What follows belongs to an exercise in optimizing a design on an open flow for small area and a short achievable clock period; a production flow would make more cautious choices.
Power figures rest on the tool's default switching activity, not on a simulated workload.

## 05-06
// bmp_filter
module bmp_filter
(
  input  logic       dut_if,
  input  logic       reset_ind,
  input  logic       in_valid,
  input  bmp_pkg::word_t      in_data,
  input  bmp_pkg::mode_t      mode,
  input  logic [7:0] proc_val,
  output logic       out_valid,
  output bmp_pkg::word_t      out_data,
  output logic       frame_done
);
  logic [31:0] d;
  logic        v;
  logic [4:0]  s;
  logic [29:0] cnt;       
  logic        lastf;     
  logic        thr;       
  logic        bri;       
  logic [9:0]  pv;        
  logic [8:0]  st;        
  logic [31:0] q0, q1;
  logic        t0, t1;    
  logic [1:0]  n;
  logic        rd, wr;
  logic        fin;       
  logic        out_last;
  logic pix, ph0, ph1, ph2, s0, s1, s01, last;
  assign pix  = s[4];
  assign ph0  = (s[1:0] == 2'd0);
  assign ph1  = s[0];
  assign ph2  = s[1];
  assign s0   = (s == 5'd0);
  assign s1   = (s == 5'd1);
  assign s01  = (s[4:1] == 4'd0);          
  assign last = lastf && !s01;
  always_ff @(posedge dut_if) begin
    d <= in_data;
    v <= in_valid && !reset_ind;
  end
  always_ff @(posedge dut_if) begin
    if (s0 && !v) begin
      thr <= (mode == bmp_pkg::MODE_THRESHOLD);
      bri <= (mode == bmp_pkg::MODE_BRIGHTNESS);
      pv  <= {2'b00, proc_val};
    end else if (s0 && thr) begin
      pv  <= ~(10'({pv[7:0], 1'b0}) + 10'(pv[7:0]) + 10'd2);
    end
  end
  logic        dec;
  logic [29:0] cnt_dec;
  assign dec = v && !s01;
  always_comb begin
    logic [5:0] bin;
    logic       b;
    bin[0] = dec;
    for (int k = 1; k < 6; k++) bin[k] = bin[k-1] && (cnt[6*(k-1) +: 6] == 6'd0);
    for (int k = 0; k < 5; k++) begin
      b = bin[k];
      for (int i = 0; i < 6; i++) begin
        cnt_dec[6*k+i] = cnt[6*k+i] ^ b;
        b = b && !cnt[6*k+i];
      end
    end
  end
  always_ff @(posedge dut_if) begin
    cnt[13:0]  <= s0 ? {d[7:0], d[15:10]} : cnt_dec[13:0];
    cnt[29:14] <= s1 ? {d[23:16], d[31:24]} : cnt_dec[29:14];
    if (v) lastf <= !s01 && (cnt == 30'd4);
    if (reset_ind) begin
      s <= 5'd0;
    end else if (v) begin
      if (last)                    s <= 5'd0;
      else if (s == 5'd13)         s <= 5'b10000;
      else if (pix && ph2)         s <= 5'b10000;
  ...
Size in the first run: roughly 960 cells after synthesis.
Settings: LEC_CHECK=0, ABC_CLOCK_PERIOD_IN_PS=2500, CAP_MARGIN=20, CORE_MARGIN=2, CORE_UTILIZATION=40, SLEW_MARGIN=20; clock period 10.0 ns.
standard.sh (not shown) runs the stock make flow with config.mk's settings and CLKGATE_MAP_FILE= SYNTH_SCRIPT=/design/flow/synth_recipe.tcl, a recipe that flattens the netlist after the stock synthesis.
==> flow/flow/run.sh <==
#!/bin/bash
# Standard ORFS layout; repair_timing aims for 7 ns of setup slack so that
# the achieved period is pushed well below the 10 ns clock.
set -euo pipefail
bash standard.sh SETUP_SLACK_MARGIN=7 finish > standard_flow.log 2>&1
--- input diff 05-06..12-19 ---
==> flow/run.sh (new file) <==
#!/bin/bash
# synth_recipe.tcl (not shown) runs the flow's synth.tcl, then flattens the netlist and writes it again
# the make line also repeats each setting of config.mk as NAME=value (left out here)
make -C /OpenROAD-flow-scripts/flow DESIGN_CONFIG=/design/flow/config.mk WORK_HOME=/design/flow/orfs CLKGATE_MAP_FILE= SYNTH_SCRIPT=/design/flow/synth_recipe.tcl finish
-- flow/config.mk --
<<< 05-06, line 11
export CORE_UTILIZATION = 40
export SLEW_MARGIN = 20
>>> 12-19, line 11
export CORE_UTILIZATION = 40
export SETUP_SLACK_MARGIN = 5
export SLEW_MARGIN = 20
removed: flow/flow/run.sh
removed: flow/standard.sh
## What came out
No stage failed in 12-19, and the final checks on the layout all came back clean.
12-19 gives more sequential cell fraction of total power than 05-06 did.
Basic-gate share of the synthesized area counting and, or, nand and nor cells came out exactly the same in 12-19 and 05-06.
12-19 vs 05-06, routed wire length went down by 2.3%.
Looking at number of cells traversed by the worst register-to-register path, 12-19 sits 1 below 05-06.
Side by side, slack of the critical path turned out lower in 12-19 than in 05-06.
12-19 vs 05-06, instance count: 12-19 lower
Sort 12-19 and 05-06 by share of the core filled with cells in the final layout, ascending, and 12-19 comes first.
Re total number of placement rows: no difference whatsoever between 05-06 and 12-19.
12-19 against 05-06: hold slack lost 0.0043 ns, switching part of the total lost 0.30 points, power after layout lost 0.012 mW.
Function was not checked in any run of this note: the RTL went through the layout flow alone.

[what the ideal ports hide]
The results above use ideal ports. As a check the final layouts listed here were re-extracted and re-timed, cells and wires unchanged. Step 1 assumes that a clkbuf_16 drives the clock port and a buf_2 every other input. Step 2, shift: input delay + t, output delay - t, t = (earliest + latest rising clock arrival at the registers) / 2. This alone moves slack from input paths to output paths. Three values: no drivers, after step 1, after step 2; two values: the first two.
| run | t, ns | slack for setup (ns) | slew at the worst register clock pin (ns) |
|---|---|---|---|
| 05-06 | 0.480 | 6.488 / 6.488 / 6.488 | 0.08 / 0.08 |
| 12-19 | 0.479 | 5.405 / 5.405 / 5.405 | 0.08 / 0.08 |
After both steps setup and hold are still met in every run listed.
